What follows belongs to an exercise in optimizing a design on an open flow for a short achievable clock period and few clock cycles; a production flow would make more cautious choices. Function was checked by simulation only, so behaviour that the tests miss may differ from the original. No activity file was given, so power comes from the tool's default toggle rates.

===== design/flow/config.mk =====
export PLATFORM = sky130hd
export DESIGN_NAME = mips_core
export DESIGN_NICKNAME = mips_core
export VERILOG_FILES = /design/flow/design.v
export SDC_FILE = /design/flow/constraint.sdc
export NUM_CORES = 4
export LEC_CHECK = 0
export CAP_MARGIN = 20
export CORE_MARGIN = 2
export CORE_UTILIZATION = 25
export PLACE_DENSITY = 0.35
export SLEW_MARGIN = 20

===== design/flow/constraint.sdc =====
create_clock -name core_clock -period 10.0 [get_ports {CLK}]
set_input_delay 2.0000 -clock core_clock [delete_from_list [all_inputs] [get_ports {CLK}]]
set_output_delay 2.0000 -clock core_clock [all_outputs]
set_load 0.01 [all_outputs]

===== design/flow/design.v =====
`default_nettype none
package cpu_pkg;
  typedef logic [31:0] word_t;
  typedef logic [4:0]  regbits_t;
  typedef enum logic [5:0] {
    OP_RTYPE = 6'h00,
    OP_J     = 6'h02,
    OP_JAL   = 6'h03,
    OP_BEQ   = 6'h04,
    OP_BNE   = 6'h05,
    OP_ADDIU = 6'h09,
    OP_SLTI  = 6'h0a,
    OP_ANDI  = 6'h0c,
    OP_ORI   = 6'h0d,
    OP_XORI  = 6'h0e,
    OP_LUI   = 6'h0f,
    OP_LW    = 6'h23,
    OP_SW    = 6'h2b,
    OP_HALT  = 6'h3f
  } opcode_t;
  typedef enum logic [5:0] {
    FN_SLL  = 6'h00,
    FN_SRL  = 6'h02,
    FN_JR   = 6'h08,
    FN_ADDU = 6'h21,
    FN_SUBU = 6'h23,
    FN_AND  = 6'h24,
    FN_OR   = 6'h25,
    FN_XOR  = 6'h26,
    FN_NOR  = 6'h27,
    FN_SLT  = 6'h2a,
    FN_SLTU = 6'h2b
  } funct_t;
  typedef enum logic [3:0] {
    ALU_SLL, ALU_SRL, ALU_ADD, ALU_SUB, ALU_AND,
    ALU_OR, ALU_XOR, ALU_NOR, ALU_SLT, ALU_SLTU
  } aluop_t;
  typedef struct packed {
    opcode_t     opcode;
    regbits_t    rs;
    regbits_t    rt;
    regbits_t    rd;
    logic [4:0]  shamt;
    funct_t      funct;
  } r_t;
  typedef struct packed {
    opcode_t     opcode;
    regbits_t    rs;
    regbits_t    rt;
    logic [15:0] imm;
  } i_t;
  typedef struct packed {
    opcode_t     opcode;
    logic [25:0] addr;
  } j_t;
  typedef enum logic [1:0] {RD_RT, RD_RD, RD_R31} regdst_t;
  typedef enum logic [1:0] {IMM_ZERO, IMM_SIGN, IMM_UPPER, IMM_SHAMT} immsel_t;
  typedef enum logic [1:0] {FWD_RF, FWD_WB, FWD_MEM, FWD_LOAD} fwd_sel_t;
  typedef struct packed {
    aluop_t  alu_op;
    logic    alu_src;
    immsel_t imm_sel;
    regdst_t reg_dst;
    logic    reg_wr;
    logic    mem_to_reg;
    logic    mem_wr;
    logic    beq;
    logic    bne;
    logic    jump;
    logic    jal;
    logic    jreg;
    logic    halt;
  } ctrl_t;
  typedef struct packed {
    word_t imem_addr;
    logic  imem_ren;
    word_t dmem_addr;
    word_t dmem_store;
    logic  dmem_ren;
    logic  dmem_wen;
    logic  halt;
  } dp_out_t;
  typedef struct packed {
    logic  ihit;
    logic  dhit;
    word_t imem_load;
    word_t dmem_load;
  } dp_in_t;
  typedef struct packed {
    word_t instr;
    word_t npc;
  } if_id_t;
  typedef struct packed {
    ctrl_t    ctrl;
    word_t    npc;
    word_t    rdat1;
    word_t    rdat2;
    word_t    imm;
    word_t    instr;
    regbits_t dest;
  } id_ex_t;
  typedef struct packed {
    ctrl_t    ctrl;
    word_t    npc;
    word_t    alu_out;
    logic     zero;
    word_t    store;
    word_t    target;
    regbits_t dest;
  } ex_mem_t;
  typedef struct packed {
    ctrl_t    ctrl;
    word_t    npc;
    word_t    alu_out;
    word_t    load;
    regbits_t dest;
  } mem_wb_t;
endpackage
`default_nettype wire
`default_nettype none
module dec_fields (
  input  wire logic [31:0] instr,
  output logic      [4:0]  dest,
  output logic             wr,
  output logic             use_rs,
  output logic             use_rt
);
  logic [5:0] op, fn;
  logic       rtype, ralu, ishift, isjr, iimm, lw, sw, br, jal;
  assign op     = instr[31:26];
  assign fn     = instr[5:0];
  assign rtype  = (op == 6'h00);
  assign ishift = rtype && ((fn == 6'h00) || (fn == 6'h02));
  assign ralu   = rtype && ((fn == 6'h00) || (fn == 6'h02) || (fn == 6'h21) ||
                            (fn == 6'h23) || (fn == 6'h24) || (fn == 6'h25) ||
                            (fn == 6'h26) || (fn == 6'h27) || (fn == 6'h2a) ||
                            (fn == 6'h2b));
  assign isjr   = rtype && (fn == 6'h08);
  assign iimm   = (op == 6'h09) || (op == 6'h0a) || (op == 6'h0c) ||
                  (op == 6'h0d) || (op == 6'h0e) || (op == 6'h0f);
  assign lw     = (op == 6'h23);
  assign sw     = (op == 6'h2b);
  assign br     = (op == 6'h04) || (op == 6'h05);
  assign jal    = (op == 6'h03);
  always_comb begin
    if (ralu)     dest = instr[15:11];
    else if (jal) dest = 5'd31;
    else          dest = instr[20:16];
  end
  assign wr     = (ralu || iimm || lw || jal) && (dest != 5'd0);
  assign use_rs = (ralu && !ishift) || isjr || (iimm && op != 6'h0f) || lw || sw || br;
  assign use_rt = ralu || sw || br;
endmodule
`default_nettype wire
`default_nettype none
module ks_add #(
  parameter int W = 32,
  parameter int L = 6    
) (
  input  wire logic [W-1:0] a,
  input  wire logic [W-1:0] b,
  input  wire logic         cin,
  output logic      [W-1:0] sum,
  output logic              cout
);
  logic [W:0] g, p;
  always_comb begin
    g = {a & b, cin};
    p = {a ^ b, 1'b0};
    for (int l = 0; l < L; l++) begin
      g = g | (p & (g << (1 << l)));
      p = p & (p << (1 << l));
    end
  end
  assign sum  = a ^ b ^ g[W-1:0];
  assign cout = g[W];
endmodule
`default_nettype wire
`default_nettype none
module datapath (
  input  wire logic        CLK,
  input  wire logic        nRST,
  input  wire logic        ihit,
  input  wire logic        dhit,
  input  wire logic [31:0] imem_load,
  input  wire logic [31:0] dmem_load,
  output logic      [31:0] imem_addr,
  output logic             imem_ren,
  output logic      [31:0] dmem_addr,
  output logic      [31:0] dmem_store,
  output logic             dmem_ren,
  output logic             dmem_wen,
  output logic             halt
);
  logic [31:0] pc, f_pc_q;
  logic        ifail_q, dfail_q, halt_q, iren_q;
  logic        d_valid, d_pt, d_jp, d_fred;
  logic [31:0] d_jtgt;
  logic        d_ehz_rs, d_ml_rs, d_sm_rs, d_sw_rs, d_sx_rs;
  logic        d_ehz_rt, d_ml_rt, d_sm_rt, d_sw_rt, d_sx_rt;
  logic [31:0] ras;
  logic [31:0] d_instr, d_pc, d_pc4, d_bt, d_rsv, d_rtv;
  logic [16:0] d_btlo;
  logic        e_valid, e_wr, e_ren, e_wen, e_halt, e_isbr, e_bne, e_pt;
  logic        e_isjr, e_jp, e_addi, e_lui;
  logic [31:0] e_negimm;
  logic        e_fa_m, e_fb_m;
  logic        e_useimm, e_sub, e_fbx_m, e_jr_or;
  logic        r_add, r_and, r_or, r_xor, r_nor, r_slt, r_sltu, r_sll, r_srl, r_const;
  logic [4:0]  e_dest, e_sh;
  logic [31:0] e_rs, e_rt, e_bx, e_const, e_alt, e_pc;
  logic        m_wr, m_ren, m_wen;
  logic [4:0]  m_dest;
  logic [31:0] m_res, m_store, m_pc;
  logic        w_wr;
  logic [4:0]  w_dest;
  logic [31:0] w_res, w_pc;
  logic        x_wr;
  logic [4:0]  x_dest;
  logic [31:0] x_res;
  logic [31:0] regs [1:31];
  logic [5:0]  d_op, d_fn;
  logic [4:0]  d_rs, d_rt, d_rd, d_dest;
  logic [15:0] d_imm16;
  logic [31:0] pc4, f_jt, f_bt, f_tgt, f_alt;
  logic [5:0]  f_op;
  logic        f_isj, f_pt, f_redir, f_jp, f_short, f_bpred;
  assign pc4   = pc + 32'd4;
  assign f_op  = imem_load[31:26];
  assign f_isj = (f_op == 6'h02) || (f_op == 6'h03);
  assign f_pt  = ((f_op == 6'h04) && imem_load[15]) || (f_op == 6'h05);
  logic        kc_ok, f_jrk;
  logic [31:0] kc_val;
  assign kc_ok  = d_valid && (d_op == 6'h0d) && (d_rs == d_rt) && e_wr && e_lui &&
                  (e_dest == d_rt);
  assign kc_val = e_const | {16'h0000, d_imm16};
  assign f_jrk  = (f_op == 6'h00) && (imem_load[5:0] == 6'h08) && kc_ok &&
                  (imem_load[25:21] == d_rt);
  assign f_jp   = (f_op == 6'h00) && (imem_load[5:0] == 6'h08) &&
                  ((imem_load[25:21] == 5'd31) || f_jrk);
  assign f_short = (imem_load[15:7] == 9'h000) || (imem_load[15:7] == 9'h1ff);
  assign f_bpred = f_pt && f_short;
  assign f_redir = f_isj || f_bpred || f_jp;
  assign f_jt  = {pc4[31:28], imem_load[25:0], 2'b00};
  logic        f_co;
  ks_add #(.W(30), .L(5)) u_fbt (
    .a    (pc4[31:2]),
    .b    ({{22{imem_load[7]}}, imem_load[7:0]}),
    .cin  (1'b0),
    .sum  (f_bt[31:2]),
    .cout (f_co)
  );
  assign f_bt[1:0] = 2'b00;
  logic [16:0] f_btlo;
  ks_add #(.W(16), .L(5)) u_fbtlo (
    .a    (pc4[17:2]),
    .b    (imem_load[15:0]),
    .cin  (1'b0),
    .sum  (f_btlo[15:0]),
    .cout (f_btlo[16])
  );
  logic [31:0] f_oth;
  assign f_oth = f_jrk ? kc_val : (f_jp ? ras : f_jt);
  assign f_tgt = f_bpred ? f_bt : f_oth;
  assign f_alt = f_jrk ? kc_val : ras;
  logic [4:0]  f_rs, f_rt;
  logic [31:0] f_rsv, f_rtv;
  assign f_rs  = imem_load[25:21];
  assign f_rt  = imem_load[20:16];
  assign f_rsv = (f_rs == 5'd0) ? 32'd0 : regs[f_rs];
  assign f_rtv = (f_rt == 5'd0) ? 32'd0 : regs[f_rt];
  logic        d_rtype, d_ralu, d_ishift, d_isjr, d_iimm, d_lw, d_sw, d_br, d_jal, d_halt;
  logic        d_use_rs, d_use_rt, d_wr;    
  logic [31:0] d_imm, rf_rs, rf_rt;
  logic        e_rs_hz, e_rt_hz, ml_rs, ml_rt;
  assign d_op    = d_instr[31:26];
  assign d_fn    = d_instr[5:0];
  assign d_rs    = d_instr[25:21];
  assign d_rt    = d_instr[20:16];
  assign d_rd    = d_instr[15:11];
  assign d_imm16 = d_instr[15:0];
  assign d_rtype  = (d_op == 6'h00);
  assign d_ishift = d_rtype && ((d_fn == 6'h00) || (d_fn == 6'h02));
  assign d_ralu   = d_rtype && ((d_fn == 6'h00) || (d_fn == 6'h02) || (d_fn == 6'h21) ||
                                (d_fn == 6'h23) || (d_fn == 6'h24) || (d_fn == 6'h25) ||
                                (d_fn == 6'h26) || (d_fn == 6'h27) || (d_fn == 6'h2a) ||
                                (d_fn == 6'h2b));
  assign d_isjr   = d_rtype && (d_fn == 6'h08);
  assign d_iimm   = (d_op == 6'h09) || (d_op == 6'h0a) || (d_op == 6'h0c) ||
                    (d_op == 6'h0d) || (d_op == 6'h0e) || (d_op == 6'h0f);
  assign d_lw     = (d_op == 6'h23);
  assign d_sw     = (d_op == 6'h2b);
  assign d_br     = (d_op == 6'h04) || (d_op == 6'h05);
  assign d_jal    = (d_op == 6'h03);
  assign d_halt   = (d_op == 6'h3f);
  logic [4:0] f_dest;
  logic       f_wr, f_use_rs, f_use_rt;
  dec_fields u_fdec (
    .instr  (imem_load),
    .dest   (f_dest),
    .wr     (f_wr),
    .use_rs (f_use_rs),
    .use_rt (f_use_rt)
  );
  always_comb begin
    if ((d_op == 6'h0c) || (d_op == 6'h0d) || (d_op == 6'h0e))
      d_imm = {16'h0000, d_imm16};
    else
      d_imm = {{16{d_imm16[15]}}, d_imm16};
  end
  always_comb begin
    rf_rs = d_rsv;
    if (d_sm_rs) rf_rs = m_res;
    if (d_sw_rs) rf_rs = w_res;
    if (d_sx_rs) rf_rs = x_res;
    rf_rt = d_rtv;
    if (d_sm_rt) rf_rt = m_res;
    if (d_sw_rt) rf_rt = w_res;
    if (d_sx_rt) rf_rt = x_res;
  end
  assign e_rs_hz = d_ehz_rs;
  assign e_rt_hz = d_ehz_rt;
  assign ml_rs   = d_ml_rs;
  assign ml_rt   = d_ml_rt;
  logic       n_ehz_rs, n_ml_rs, n_m_rs, n_w_rs, n_x_rs;
  logic       n_ehz_rt, n_ml_rt, n_m_rt, n_w_rt, n_x_rt;
  assign n_ehz_rs = !d_hold && d_valid && d_wr && (d_dest == f_rs);
  assign n_ehz_rt = !d_hold && d_valid && d_wr && (d_dest == f_rt);
  assign n_m_rs   = e_wr && (d_hold ? (e_dest == d_rs) : (e_dest == f_rs));
  assign n_m_rt   = e_wr && (d_hold ? (e_dest == d_rt) : (e_dest == f_rt));
  assign n_ml_rs  = n_m_rs && e_ren;
  assign n_ml_rt  = n_m_rt && e_ren;
  assign n_w_rs   = m_wr && (d_hold ? (m_dest == d_rs) : (m_dest == f_rs));
  assign n_w_rt   = m_wr && (d_hold ? (m_dest == d_rt) : (m_dest == f_rt));
  assign n_x_rs   = w_wr && (d_hold ? (w_dest == d_rs) : (w_dest == f_rs));
  assign n_x_rt   = w_wr && (d_hold ? (w_dest == d_rt) : (w_dest == f_rt));
  logic ld_hazard, fa_m, fb_m, d_sub, r_or_d;
  assign d_sub  = (d_ralu && (d_fn == 6'h23 || d_fn == 6'h2a || d_fn == 6'h2b)) || (d_op == 6'h0a);
  assign r_or_d = (d_ralu && d_fn == 6'h25) || (d_op == 6'h0d);
  assign ld_hazard = d_valid && e_ren && ((d_use_rs && e_rs_hz) || (d_use_rt && e_rt_hz));
  assign fa_m = e_rs_hz;
  assign fb_m = e_rt_hz;
  logic        d_jr_go, d_br_go, d_eq, d_taken, d_mis;
  logic [31:0] d_tgt;
  assign d_jr_go = d_valid && d_isjr && !ld_hazard && !ml_rs && !(e_rs_hz && (!e_jr_or || d_jp));
  assign d_br_go = d_valid && d_br && !ld_hazard && !e_rs_hz && !e_rt_hz && !ml_rs && !ml_rt;
  logic sr_rs, sr_rt;
  logic dq_rr, dq_rm, dq_rw, dq_rx, dq_mr, dq_wr, dq_xr, dq_mw, dq_mx, dq_wx;
  assign sr_rs  = !(d_sm_rs || d_sw_rs || d_sx_rs);
  assign sr_rt  = !(d_sm_rt || d_sw_rt || d_sx_rt);
  assign dq_rr  = (d_rsv == d_rtv);
  assign dq_rm  = (d_rsv == m_res);
  assign dq_rw  = (d_rsv == w_res);
  assign dq_rx  = (d_rsv == x_res);
  assign dq_mr  = (m_res == d_rtv);
  assign dq_wr = (w_res == d_rtv);
  assign dq_xr  = (x_res == d_rtv);
  assign dq_mw  = (m_res == w_res);
  assign dq_mx  = (m_res == x_res);
  assign dq_wx  = (w_res == x_res);
  assign d_eq = (sr_rs   && sr_rt   && dq_rr)  || (sr_rs   && d_sm_rt && dq_rm) ||
                (sr_rs   && d_sw_rt && dq_rw)  || (sr_rs   && d_sx_rt && dq_rx) ||
                (d_sm_rs && sr_rt   && dq_mr)  || (d_sm_rs && d_sm_rt)          ||
                (d_sm_rs && d_sw_rt && dq_mw)  || (d_sm_rs && d_sx_rt && dq_mx) ||
                (d_sw_rs && sr_rt   && dq_wr) || (d_sw_rs && d_sm_rt && dq_mw) ||
                (d_sw_rs && d_sw_rt)           || (d_sw_rs && d_sx_rt && dq_wx) ||
                (d_sx_rs && sr_rt   && dq_xr)  || (d_sx_rs && d_sm_rt && dq_mx) ||
                (d_sx_rs && d_sw_rt && dq_wx)  || (d_sx_rs && d_sx_rt);
  assign d_taken = (d_op == 6'h05) ? !d_eq : d_eq;
  logic d_loop, d_leq;
  assign d_loop  = d_valid && d_br && (d_rt == 5'd0) && e_rs_hz && e_addi && !ld_hazard;
  assign d_leq   = (fwd_rs == e_negimm);
  logic        d_late, d_ept, d_brt;
  logic [31:0] d_alt;
  logic [13:0] d_hi_p1, d_hi_m1;
  assign d_hi_p1 = d_pc4[31:18] + 14'd1;
  assign d_hi_m1 = d_pc4[31:18] - 14'd1;
  always_comb begin
    case ({d_btlo[16], d_imm16[15]})
      2'b10:   d_bt[31:18] = d_hi_p1;
      2'b01:   d_bt[31:18] = d_hi_m1;
      default: d_bt[31:18] = d_pc4[31:18];
    endcase
    d_bt[17:0] = {d_btlo[15:0], 2'b00};
  end
  assign d_late = d_valid && d_br && d_pt && !d_fred && !d_br_go && !d_loop;
  assign d_ept  = d_fred || d_late;
  assign d_alt  = d_isjr ? d_jtgt : (d_ept ? d_pc4 : d_bt);
  assign d_brt  = d_br_go ? d_taken : ((d_op == 6'h05) ? !d_leq : d_leq);
  assign d_mis  = ((d_br_go || d_loop) && (d_brt != d_fred)) || d_late ||
                  (d_jr_go && !(d_jp && (rf_rs == d_jtgt)));
  logic [31:0] fwd_rs, fwd_rt, alu_b, b_eff, sum, res;
  logic        cout, eq, taken, e_redir, lt_s, lt_u;
  logic [31:0] e_tgt;
  assign fwd_rs = e_fa_m ? m_res : e_rs;
  assign fwd_rt = e_fb_m ? m_res : e_rt;
  assign b_eff  = e_fbx_m ? (m_res ^ {32{e_sub}}) : e_bx;
  assign alu_b  = b_eff;
  ks_add #(.W(32), .L(6)) u_add (
    .a    (fwd_rs),
    .b    (b_eff),
    .cin  (e_sub),
    .sum  (sum),
    .cout (cout)
  );
  assign lt_u = !cout;
  logic r_sub_w;
  assign r_sub_w = e_sub && !r_slt && !r_sltu;
  assign lt_s = (fwd_rs[31] == b_eff[31]) ? fwd_rs[31] : sum[31];
  logic [31:0] oth;
  always_comb begin
    oth = 32'd0;
    if (r_and)   oth = oth | (fwd_rs & alu_b);
    if (r_or)    oth = oth | (fwd_rs | alu_b);
    if (r_xor)   oth = oth | (fwd_rs ^ alu_b);
    if (r_nor)   oth = oth | ~(fwd_rs | alu_b);
    if (r_slt)   oth = oth | {31'd0, lt_s};
    if (r_sltu)  oth = oth | {31'd0, lt_u};
    if (r_sll)   oth = oth | (fwd_rt << e_sh);
    if (r_srl)   oth = oth | (fwd_rt >> e_sh);
    if (r_const) oth = oth | e_const;
    res = (r_add | r_sub_w) ? sum : oth;
  end
  logic eq_mr, eq_rm, eq_rr;
  assign eq_mr = (m_res == e_rt);
  assign eq_rm = (e_rs == m_res);
  assign eq_rr = (e_rs == e_rt);
  always_comb begin
    if (e_fa_m) eq = e_fb_m ? 1'b1 : eq_mr;
    else        eq = e_fb_m ? eq_rm : eq_rr;
  end
  assign taken = e_bne ? !eq : eq;
  logic [31:0] e_orc;
  assign e_orc = r_const ? e_const : (fwd_rs | b_eff);
  logic jr_eq;
  assign jr_eq   = e_fa_m ? (m_res == e_alt) : (e_rs == e_alt);
  assign e_redir = e_valid && ((e_isbr && (taken != e_pt)) || (e_isjr && !(e_jp && jr_eq)));
  assign e_tgt   = e_isjr ? fwd_rs : e_alt;
  logic fail;
  assign fail = (m_ren || m_wen) && !dhit;
  logic halting, f_take, d_redir;
  assign halting = (d_valid && d_halt) || (e_valid && e_halt) || halt_q;
  assign d_redir = d_mis && !e_redir && !dfail_q;
  assign f_take  = !halting && !e_redir && !dfail_q && !ifail_q && !d_redir && !ld_hazard;
  logic [31:0] pc_next, o_tgt;
  logic        f_use;
  assign f_use = f_redir && f_take;
  always_comb begin
    if (d_isjr) d_tgt = e_rs_hz ? e_orc : rf_rs;
    else        d_tgt = (d_late || d_brt) ? d_bt : d_pc4;
    if (dfail_q)                  o_tgt = w_pc;
    else if (ifail_q)             o_tgt = f_pc_q;
    else if (halting || ld_hazard) o_tgt = pc;
    else                          o_tgt = pc4;
    if (e_redir)      o_tgt = e_tgt;
    else if (d_mis)   o_tgt = d_tgt;
    if (f_use && f_bpred) pc_next = f_bt;
    else if (f_use)       pc_next = f_oth;
    else                  pc_next = o_tgt;
  end
  logic d_hold, e_load_d;
  assign d_hold   = ld_hazard;
  assign e_load_d = d_valid && !ld_hazard && !e_redir && !dfail_q && !fail;
  always_ff @(posedge CLK, negedge nRST) begin
    if (!nRST) begin
      pc      <= 32'h0000_0000;
      ifail_q <= 1'b0;
      dfail_q <= 1'b0;
      halt_q  <= 1'b0;
      iren_q  <= 1'b1;
      d_valid <= 1'b0;
      e_valid <= 1'b0;
      e_wr    <= 1'b0;
      e_ren   <= 1'b0;
      e_wen   <= 1'b0;
      e_halt  <= 1'b0;
      e_isbr  <= 1'b0;
      e_isjr  <= 1'b0;
      m_wr    <= 1'b0;
      m_ren   <= 1'b0;
      m_wen   <= 1'b0;
      w_wr    <= 1'b0;
      x_wr    <= 1'b0;
    end else begin
      pc      <= pc_next;
      ifail_q <= f_take && !ihit && !fail;
      dfail_q <= fail;
      halt_q  <= halt_q || (e_valid && e_halt && !fail);
      iren_q  <= !(halt_q || (e_valid && e_halt && !fail));
      if (!d_hold || fail)
        d_valid <= f_take && ihit && !fail;
      e_valid <= e_load_d;
      e_wr    <= e_load_d && d_wr;
      e_ren   <= e_load_d && d_lw;
      e_wen   <= e_load_d && d_sw;
      e_halt  <= e_load_d && d_halt;
      e_isbr  <= e_load_d && d_br && !d_br_go && !d_loop;
      e_isjr  <= e_load_d && d_isjr && !d_jr_go;
      m_wr    <= e_wr && !fail;
      m_ren   <= e_ren && !fail;
      m_wen   <= e_wen && !fail;
      w_wr    <= m_wr && !fail;
      x_wr    <= w_wr;
    end
  end
  always_ff @(posedge CLK) begin
    f_pc_q <= pc;
    if (ihit && f_op == 6'h03)
      ras <= pc4;
    if (!d_hold) begin
      d_instr <= imem_load;
      d_pc    <= pc;
      d_pt    <= f_pt;
      d_pc4   <= pc4;
      d_btlo  <= f_btlo;
      d_dest  <= f_dest;
      d_wr    <= f_wr;
      d_use_rs <= f_use_rs;
      d_use_rt <= f_use_rt;
      d_jp    <= f_jp;
      d_fred  <= f_redir;
      d_jtgt  <= f_alt;
      d_rsv   <= f_rsv;
      d_rtv   <= f_rtv;
    end else begin
      d_rsv   <= rf_rs;
      d_rtv   <= rf_rt;
    end
    e_bne    <= (d_op == 6'h05);
    e_pt     <= d_ept;
    e_jp     <= d_jp;
    e_addi   <= (d_op == 6'h09);
    e_lui    <= (d_op == 6'h0f);
    e_negimm <= 32'd0 - d_imm;
    e_alt    <= d_alt;
    d_ehz_rs <= n_ehz_rs;
    d_ehz_rt <= n_ehz_rt;
    d_ml_rs  <= n_ml_rs && !n_ehz_rs;
    d_ml_rt  <= n_ml_rt && !n_ehz_rt;
    d_sm_rs  <= n_m_rs && !n_ml_rs && !n_ehz_rs;
    d_sm_rt  <= n_m_rt && !n_ml_rt && !n_ehz_rt;
    d_sw_rs  <= n_w_rs && !n_m_rs && !n_ehz_rs;
    d_sw_rt  <= n_w_rt && !n_m_rt && !n_ehz_rt;
    d_sx_rs  <= n_x_rs && !n_w_rs && !n_m_rs && !n_ehz_rs;
    d_sx_rt  <= n_x_rt && !n_w_rt && !n_m_rt && !n_ehz_rt;
    e_pc     <= d_pc;
    e_dest   <= d_dest;
    e_sh     <= d_instr[10:6];
    e_rs     <= ml_rs ? dmem_load : rf_rs;
    e_rt     <= ml_rt ? dmem_load : rf_rt;
    e_bx     <= ((d_iimm || d_lw || d_sw) ? d_imm : (ml_rt ? dmem_load : rf_rt)) ^ {32{d_sub}};
    e_fa_m   <= fa_m;
    e_fb_m   <= fb_m;
    e_fbx_m  <= fb_m && !(d_iimm || d_lw || d_sw);
    e_useimm <= d_iimm || d_lw || d_sw;
    e_jr_or  <= r_or_d || (d_op == 6'h0f) || d_jal;
    e_sub    <= d_sub;
    r_add    <= (d_ralu && d_fn == 6'h21) || (d_op == 6'h09) || d_lw || d_sw;
    r_and    <= (d_ralu && d_fn == 6'h24) || (d_op == 6'h0c);
    r_or     <= (d_ralu && d_fn == 6'h25) || (d_op == 6'h0d);
    r_xor    <= (d_ralu && d_fn == 6'h26) || (d_op == 6'h0e);
    r_nor    <= (d_ralu && d_fn == 6'h27);
    r_slt    <= (d_ralu && d_fn == 6'h2a) || (d_op == 6'h0a);
    r_sltu   <= (d_ralu && d_fn == 6'h2b);
    r_sll    <= (d_ralu && d_fn == 6'h00);
    r_srl    <= (d_ralu && d_fn == 6'h02);
    r_const  <= (d_op == 6'h0f) || d_jal;
    e_const  <= d_jal ? (d_pc + 32'd4) : {d_imm16, 16'h0000};
    m_res   <= res;
    m_store <= fwd_rt;
    m_dest  <= e_dest;
    m_pc    <= e_pc;
    w_res  <= m_ren ? dmem_load : m_res;
    w_dest <= m_dest;
    w_pc   <= m_pc;
    x_dest <= w_dest;
    x_res  <= w_res;
  end
  always_ff @(posedge CLK, negedge nRST) begin
    if (!nRST) begin
      for (int i = 1; i < 32; i++) regs[i] <= 32'd0;
    end else if (w_wr) begin
      regs[w_dest] <= w_res;
    end
  end
  assign imem_addr  = pc;
  assign imem_ren   = iren_q;
  assign dmem_addr  = m_res;
  assign dmem_store = m_store;
  assign dmem_ren   = m_ren;
  assign dmem_wen   = m_wen;
  assign halt       = halt_q;
endmodule
`default_nettype wire
`default_nettype none
module mips_core (
  input  wire logic        CLK,
  input  wire logic        nRST,
  input  wire logic        ihit,
  input  wire logic        dhit,
  input  wire logic [31:0] imem_load,
  input  wire logic [31:0] dmem_load,
  output logic      [31:0] imem_addr,
  output logic             imem_ren,
  output logic      [31:0] dmem_addr,
  output logic      [31:0] dmem_store,
  output logic             dmem_ren,
  output logic             dmem_wen,
  output logic             halt
);
  datapath u_datapath (
    .CLK        (CLK),
    .nRST       (nRST),
    .ihit       (ihit),
    .dhit       (dhit),
    .imem_load  (imem_load),
    .dmem_load  (dmem_load),
    .imem_addr  (imem_addr),
    .imem_ren   (imem_ren),
    .dmem_addr  (dmem_addr),
    .dmem_store (dmem_store),
    .dmem_ren   (dmem_ren),
    .dmem_wen   (dmem_wen),
    .halt       (halt)
  );
endmodule
`default_nettype wire

===== design/flow/flow/run.sh =====
#!/bin/bash
# The standard layout, with repair_timing aiming for a larger setup margin.
set -euo pipefail
bash standard.sh SETUP_SLACK_MARGIN=6.0 finish > make_finish.log 2>&1

===== design/flow/standard.sh =====
#!/bin/bash
# synth_recipe.tcl (not shown) runs the flow's synth.tcl, then flattens the netlist and writes it again
# the make line also repeats each setting of config.mk as NAME=value (left out here)
make -C /OpenROAD-flow-scripts/flow DESIGN_CONFIG=/design/flow/config.mk WORK_HOME=/design/flow/orfs CLKGATE_MAP_FILE= SYNTH_SCRIPT=/design/flow/synth_recipe.tcl "${@:-finish}"

==> impl_metrics.yaml, run 1 <==
floorplan:
  rows: 227
  core-area_um2: 381000
  start_util_pct: 25.1
  die_area_um2: 388000
  fp.dieW_um: 623
  io_pins: 168
  die_h_um: 623
global_routing:
  grt_pass1_vias: 85500
  antenna_found_initial: 56
  grt_first_pass_wirelength_um: 824000
  track_usage_pct: 31.3
  grt_max_degree: 151
  overflow: 0
yosys:
  syn_avg_cell_area_um2: 10.3
  yosysTopAreaCellShare_pct: 27.2
  yosys_warnings: 6
  synthArstFlopShare_pct: 58.2
  yosysSeqAreaShare_pct: 44.8
  synth-edff-count: 186
  synth_area_leader_cell: "dfrtp_1"
  synthFlopType: "dfrtp_1"
  syn_inst: 9274
  yosys-top-cells-area: "dfrtp_1 27%, mux2_2 12%, dfxtp_1 12%"
  syn-cell-area_um2: 95600
  ys_seq_elements: 1788
  yosys.cell_types.count: 98
  syn_nets: 9465
setup_path:
  cp_max_fo: 8
  critPathLaunchType: "input pin"
  path_class: "input pin to register"
  arrival_ns: 5.30
  worst_path_max_delay_cell: "or4_4"
  crit_path_end_kind: "register"
  crit_chain: "buf_2 -> buf_12 -> buf_6 -> ha_2 -> nor2_1 -> nor2_1 -> o21bai_2 -> nor2_4 -> a211oi_4 -> nor2_2 -> a221o_1 -> or4_4 -> a31o_4 -> a21oi_4 -> xnor2_2 -> a221o_1"
  critPathMaxStageDelay_ns: 0.44
  required_ns: 10.86
timing:
  setup_ws_ns: 5.56
  finalMaxSlewViolations: 0
  worst_pin_slew_ns: 1.26
  finalSetupViolCount: 0
  relSlewSlack_pct: 15.9
  setup_tns_ns: 0
  finalClockSkew_ns: 0.151
  final.period_utilization_pct: 44.4
  hold_ws_ns: 0.262
  min_period_ns: 4.44
  fmax_ghz: 0.225
  hold_viol_final: 0
  rsz0062_at_grt: "yes"
placed_design:
  place.gp.congestion: 0.974
  placed_cell_area_um2: 105000
  place_inst: 14000
  place_ws_ns: 3.36
  hpwl_um: 415000
  io_buffers: 167
cts:
  cts-root-buf: "clkbuf_16"
  cts_sinks: 1788
  clk_latency_ns: 0.99
  path_clk_slew_ns: 0.06
  cts_buffer_depth: 4
  htree_num_levels: 4
  holdBufCountCts: 0
  numCtsBuffers: 224
  cts_tree: "done"
layout:
  regMostFlops: "u_datapath.regs"
  final_util_pct: 31.5
  largest_register_ff_count: 992
  area.sequential_um2: 43000
  drive_gt1_share_pct: 29.5
  areaGrowthSynthToFinish_pct: 25.7
  nets: 9793
  n_fill_cell: 39000
  finalNonFillerCells: 14800
  multi_input_comb_area_um2: 52600
  final_area_um2: 120000
route:
  drt_first_pass_iters: 10
  num_vias: 87300
  drtIter0Drc: 11000
  route.antenna.remaining_nets: 0
  wire_per_inst_um: 42.4
  route.detailed.drc: 0
  wirelength_um: 629000
  viasPerCell: 5.88
pwr:
  swShare_pct: 31.9
  pwr_density_cell_nw_per_um2: 181
  peakVddDrop_v: 0.000180
  p_leak_nw: 50.7
  power_frac_comb_pct: 20.1
  p_seq_share_pct: 39.5
  p_int_mw: 14.8
  p_total_mw: 21.7
  p_sw_mw: 6.94
  pwr-share-clk_pct: 40.4
status:
  outcome: "finished clean"
run:
  maxCapViolations: 0
hold_path:
  hp-class: "register to register"
[cell usage after synthesis, drive strengths merged (205+ instances only)]
cell type,number
xnor2,516
a22o,205
dfrtp,1039
a22oi,445
mux2,1063
a221oi,221
clkbuf,744
inv,209
o21ai,434
dfxtp,562
nor2,467
xor2,232
nand2,545
nand4,251
a21oi,365
mux2i,400
[placed cells by master, fill, tap and decap left out, drive strengths merged, types with 34 or more instances in the layout]
master	synthesis	routed
a22o	205	205
a21o	34	34
a221oi	221	221
nand4	251	251
nand3	166	166
mux2	1063	1063
o22ai	66	66
xor2	232	232
dfxtp	562	562
a222oi	97	97
ha	120	120
inv	209	214
nor3	144	144
clkbuf	744	334
nor2b	37	37
a211oi	73	73
and3	36	36
dlygate4sd2	0	57
mux2i	400	400
clkdlybuf4s50	0	80
clkinv	1	58
nand2	545	547
edfxtp	186	186
nand2b	38	38
a22oi	445	445
dfrtp	1039	1039
o21ai	434	434
a21oi	365	365
nor2	467	468
xnor2	516	516
buf	102	777
nor4	114	114
[layer usage]
metal | share of wire, % | up-vias | track usage [%]
met2 | 45 | 5365 | 50.0
met1 | 38 | 45100 | 37.6
met5 | 0.038 | - | 0.123
li1 | - | 35000 | -
met3 | 8.0 | 1860 | 6.86
met4 | 8.4 | 28 | 21.4
[cell families after synthesis]
kind of cell,after synthesis,synth area share [%]
adders and majority gates,123,1.63
AOI/OAI and AO/OA,2151,15.7
buffers and inverters,1056,4.24
muxes,1470,16.9
xor gates and xnor gates,748,6.85
DFF,1788,44.8
and+or+nand+nor,1938,9.84
[worst paths after layout]
kind / from / end / slack (ns) / cells past startpoint
setup / recovery: imem_load[7] / u_datapath.pc[31]$_DFFE_PN0P_ / 5.56 / 16
min in group asynchronous: nRST / u_datapath.regs[1][23]$_DFFE_PN0P_ / 1.03 / 1
hold / removal: u_datapath.m_pc[1]$_DFF_P_ / u_datapath.w_pc[1]$_DFF_P_ / 0.26 / 0
max in group asynchronous: nRST / u_datapath.regs[26][4]$_DFFE_PN0P_ / 6.61 / 3
setup reg to reg: u_datapath.pc[9]$_DFFE_PN0P_ / u_datapath.pc[31]$_DFFE_PN0P_ / 5.63 / 20
hold reg to reg: u_datapath.m_pc[1]$_DFF_P_ / u_datapath.w_pc[1]$_DFF_P_ / 0.26 / 0
[power groups by stage]
stage	registers (mW)	clock network, mW	logic, mW
floorplan	8.43	0	2.01
global placement	8.77	0	3.55
detailed placement	8.76	0	3.53
CTS	8.56	8.92	4.13
global route	8.62	9.20	4.58
finish	8.58	8.78	4.37
[area by class of cell]
cell class	instances	share of cell area (%)
diodes	17	0.0354
clock buffers	320	5.41
clock inverters	98	1.06
inverters	210	0.671
multi-input cells	6433	43.8
flip-flops and latches	1788	35.8
well taps	5038	5.24
repair buffers	943	8.00
repair inverters	2	0.00832
[repair_timing]
item	CTS	global route
pin swaps	99	104
setup buffers	292	69
setup endpoints to repair	244	101
resized for setup	854	228
gates cloned	15	8
[critical path: cells and delay by family]
family,cells,cell delay (ns)
simple gates,5,0.75
xor+xnor,1,0.12
buf+inv,3,0.53
compound gates,6,1.56
fa+ha+maj,1,0.33
Testbench counts, summed over its fixed seeds: cycles 18,844.
==> inputs of run 2 (changes only) <==
==> design/flow/flow/run.sh (replaced) <==
#!/bin/bash
# The standard layout, with repair_timing aiming for a larger setup margin.
set -euo pipefail
bash standard.sh SETUP_SLACK_MARGIN=6.5 finish > make_finish.log 2>&1
--- a/design/flow/config.mk
+++ b/design/flow/config.mk
@@ -7,6 +7,6 @@
 export LEC_CHECK = 0
 export CAP_MARGIN = 20
 export CORE_MARGIN = 2
-export CORE_UTILIZATION = 25
-export PLACE_DENSITY = 0.35
+export CORE_UTILIZATION = 35
+export PLACE_DENSITY = 0.5
 export SLEW_MARGIN = 20
==> run 2 against run 1 <==
Design area rose by 3.5%; highest routed layer unchanged; largest cell class unchanged; synthesized cell count did not move; area after synthesis did not move; sequential power fell by 0.7%; final cell count fell by 7.9%; still clean.
==> impl_metrics.yaml, run 2 <==
floorplan:
  io_pins: 168
  fp.dieW_um: 527
  die_h_um: 527
  core-area_um2: 271000
  start_util_pct: 35.3
  rows: 191
  die_area_um2: 277000
yosys:
  syn_avg_cell_area_um2: 10.3
  syn-cell-area_um2: 95600
  synth_area_leader_cell: "dfrtp_1"
  ys_seq_elements: 1788
  synthTopCellsByCount: "1,057 x mux2_2, 1,039 x dfrtp_1, 744 x clkbuf_1"
  yosys_warnings: 6
  yosysTopAreaCellShare_pct: 27.2
  yosysSeqAreaShare_pct: 44.8
  syn_inst: 9274
  synth-edff-count: 186
  synthArstFlopShare_pct: 58.2
  syn_nets: 9465
  yosys-top-cells-area: "dfrtp_1 27%, mux2_2 12%, dfxtp_1 12%"
  synthFlopType: "dfrtp_1"
  synth_most_common_cell: "mux2_2"
  yosys.cell_types.count: 98
placed_design:
  hpwl_um: 344000
  place.gp.congestion: 1.05
  io_buffers: 167
  place_ws_ns: 3.65
  place_inst: 12500
hold_path:
  hold_end: "u_datapath.m_pc[0]$_DFF_P_"
  holdPathStages: 0
  min_from: "u_datapath.e_pc[0]$_DFF_P_"
  hp-class: "register to register"
route:
  wire_per_inst_um: 41.6
  route.antenna.remaining_nets: 0
  num_vias: 92000
  wirelength_um: 569000
  viasPerCell: 6.72
  drtIter0Drc: 16200
  drt_first_pass_iters: 13
  route.detailed.drc: 0
timing:
  finalMaxSlewViolations: 0
  setup_ws_ns: 5.69
  relSlewSlack_pct: 12.8
  finalClockSkew_ns: 0.121
  hold_ws_ns: 0.304
  setup_tns_ns: 0
  min_period_ns: 4.31
  worst_pin_slew_ns: 1.31
  hold_viol_final: 0
  rsz0062_at_grt: "yes"
  fmax_ghz: 0.232
  final.period_utilization_pct: 43.1
  finalSetupViolCount: 0
cts:
  path_clk_slew_ns: 0.07
  cts_sinks: 1788
  cts_tree: "done"
  clk_latency_ns: 0.95
  htree_num_levels: 4
  cts-root-buf: "clkbuf_16"
  cts_buffer_depth: 4
  numCtsBuffers: 208
global_routing:
  top_usage_layer: "met2"
  grt_first_pass_wirelength_um: 746000
  grt_max_degree: 159
  grt_util_met1_pct: 45.0
  grt_pass1_vias: 86600
  grt_util_met3_pct: 13.0
  grt_use_met2_pct: 57.6
  antenna_found_initial: 43
  overflow: 0
  track_usage_pct: 38.7
setup_path:
  crit_path_end_kind: "register"
  critPathMostFrequentCell: "buf_6"
  path_class: "register to register"
  worst_path_max_delay_cell: "or4_4"
  required_ns: 10.86
  arrival_ns: 5.17
  r2r_cells: 14
  critPathLaunchType: "register"
  crit_chain: "buf_6 -> mux2_2 -> xnor2_1 -> nand4_1 -> or4_4 -> o21ai_4 -> xnor2_4 -> buf_6 -> a311oi_4 -> buf_6 -> nand3_4 -> buf_6 -> a211oi_1 -> a221o_1"
  r2r_slack_ns: 5.69
  timing.rr.end: "u_datapath.pc[31]$_DFFE_PN0P_"
  critPathMaxStageDelay_ns: 0.56
  cp_max_fo: 8
  rr_startpoint: "u_datapath.e_fb_m$_DFF_P_"
run:
  maxCapViolations: 0
layout:
  finalNonFillerCells: 13700
  areaGrowthSynthToFinish_pct: 30.2
  drive_gt1_share_pct: 35.0
  nets: 10100
  final_cell_mix: "1,049 x mux2_2, 1,003 x dfrtp_1, 679 x buf_4"
  regMostFlops: "u_datapath.regs"
  largest_register_ff_count: 992
  final_util_pct: 45.9
  mostFrequentLayoutCell: "mux2_2"
status:
  outcome: "finished clean"
pwr:
  pwr_density_cell_nw_per_um2: 170
  peakVddDrop_v: 0.000196
  p_leak_nw: 53.3
## run 2: cell families after synthesis
group	count (synthesis)	synth area share [%]
AO/OA/AOI/OAI	2151	15.7
XOR/XNOR	748	6.85
adder cells (fa/ha/maj)	123	1.63
buffers and inverters	1056	4.24
flip-flops	1788	44.8
multiplexers	1470	16.9
AND/OR/NAND/NOR	1938	9.84
## run 2: timing repair
item,4_1_cts,5_1_grt
resized for setup,1471,524
pin swaps,210,273
endpoints found under the setup margin,296,257
endpoints found under the hold margin,0,0
hold buffers,0,0
gates cloned,34,32
buffers inserted,474,240
## run 2: cell type report
type / instances / area (um2)
Antenna cell: 26 / 65.1
Clock buffer: 303 / 6140
Clock inverter: 71 / 935
Fill cell: 24800 / 147000
Inverter: 210 / 815
Multi-Input combinational cell: 6434 / 54400
Sequential cell: 1788 / 43100
Tap cell: 3570 / 4470
Timing Repair Buffer: 1274 / 14600
Timing Repair inverter: 2 / 10.0
## run 2: stage by stage
| step | cell area [um2] | power [mW] |
|---|---|---|
| after detailed placement | 103000 | 12.0 |
| after global placement | 103000 | 12.0 |
| after global routing | 124000 | 21.7 |
| after floorplan | 98200 | 10.5 |
| final | 125000 | 21.2 |
| after CTS | 119000 | 20.8 |
## run 2: how the worst max path moves through the flow
stage | start | end | cells past startpoint
6_report | u_datapath.e_fb_m$_DFF_P_ | u_datapath.pc[31]$_DFFE_PN0P_ | 14
5_1_grt | imem_load[0] | u_datapath.pc[20]$_DFFE_PN0P_ | 18
4_1_cts | u_datapath.pc[5]$_DFFE_PN0P_ | u_datapath.pc[31]$_DFFE_PN0P_ | 17
3_5_place_dp | imem_load[25] | u_datapath.pc[13]$_DFFE_PN0P_ | 12
3_3_place_gp | imem_load[25] | u_datapath.pc[8]$_DFFE_PN0P_ | 12
2_1_floorplan | imem_load[1] | u_datapath.pc[31]$_DFFE_PN0P_ | 13
## run 2: critical path: cells and delay by family, from the launching register on
kind                      cells  cell delay, ns
AOI/OAI and AO/OA             4            1.20
and+or+nand+nor               3            0.87
DFF                           1            0.46
buffers and inverters         4            0.71
xor gates and xnor gates      2            0.55
muxes                         1            0.43
## run 2: metal layers
layer | vias to the layer above | routed length, um
li1 | 35700 | -
met1 | 45500 | 199000
met2 | 7939 | 236000
met3 | 2866 | 70200
met4 | 34 | 63700
met5 | - | 313
## run 2: power by group
part,internal [mW],leakage [nW],total [mW],switching (mW)
logic,1.92,28.8,4.59,2.67
registers,8.00,21.0,8.52,0.525
clock network,4.72,3.45,8.09,3.37
total,14.6,53.3,21.2,6.56

port drivers added, routing unchanged:
In the flow no input, the clock included, has a driving cell. The finished layouts below were timed again as built, in two steps. Step 1, drivers: a clkbuf_16 drives CLK and a buf_2 each remaining input, both assumed. Step 2 also shifts input and output timing later by t, the mid clock arrival at the registers, as if the neighbouring blocks saw the same clock. Slacks: no drivers / after step 1 / after step 2; pairs: no drivers / after step 1.
run | t (ns) | slack for setup (ns) | hold WS [ns] | clock arrival spread, ns
run 1 | 1.022 | 5.564 / 5.629 / 4.628 | 0.262 / 0.262 / 0.262 | 0.152 / 0.152
run 2 | 0.972 | 5.692 / 5.692 / 4.746 | 0.304 / 0.304 / 0.304 | 0.154 / 0.154
After both steps every run listed still meets setup and hold. The setup slack of run 2, which loses most, moves by 0.000 ns with the drivers and by -0.946 ns with both steps.
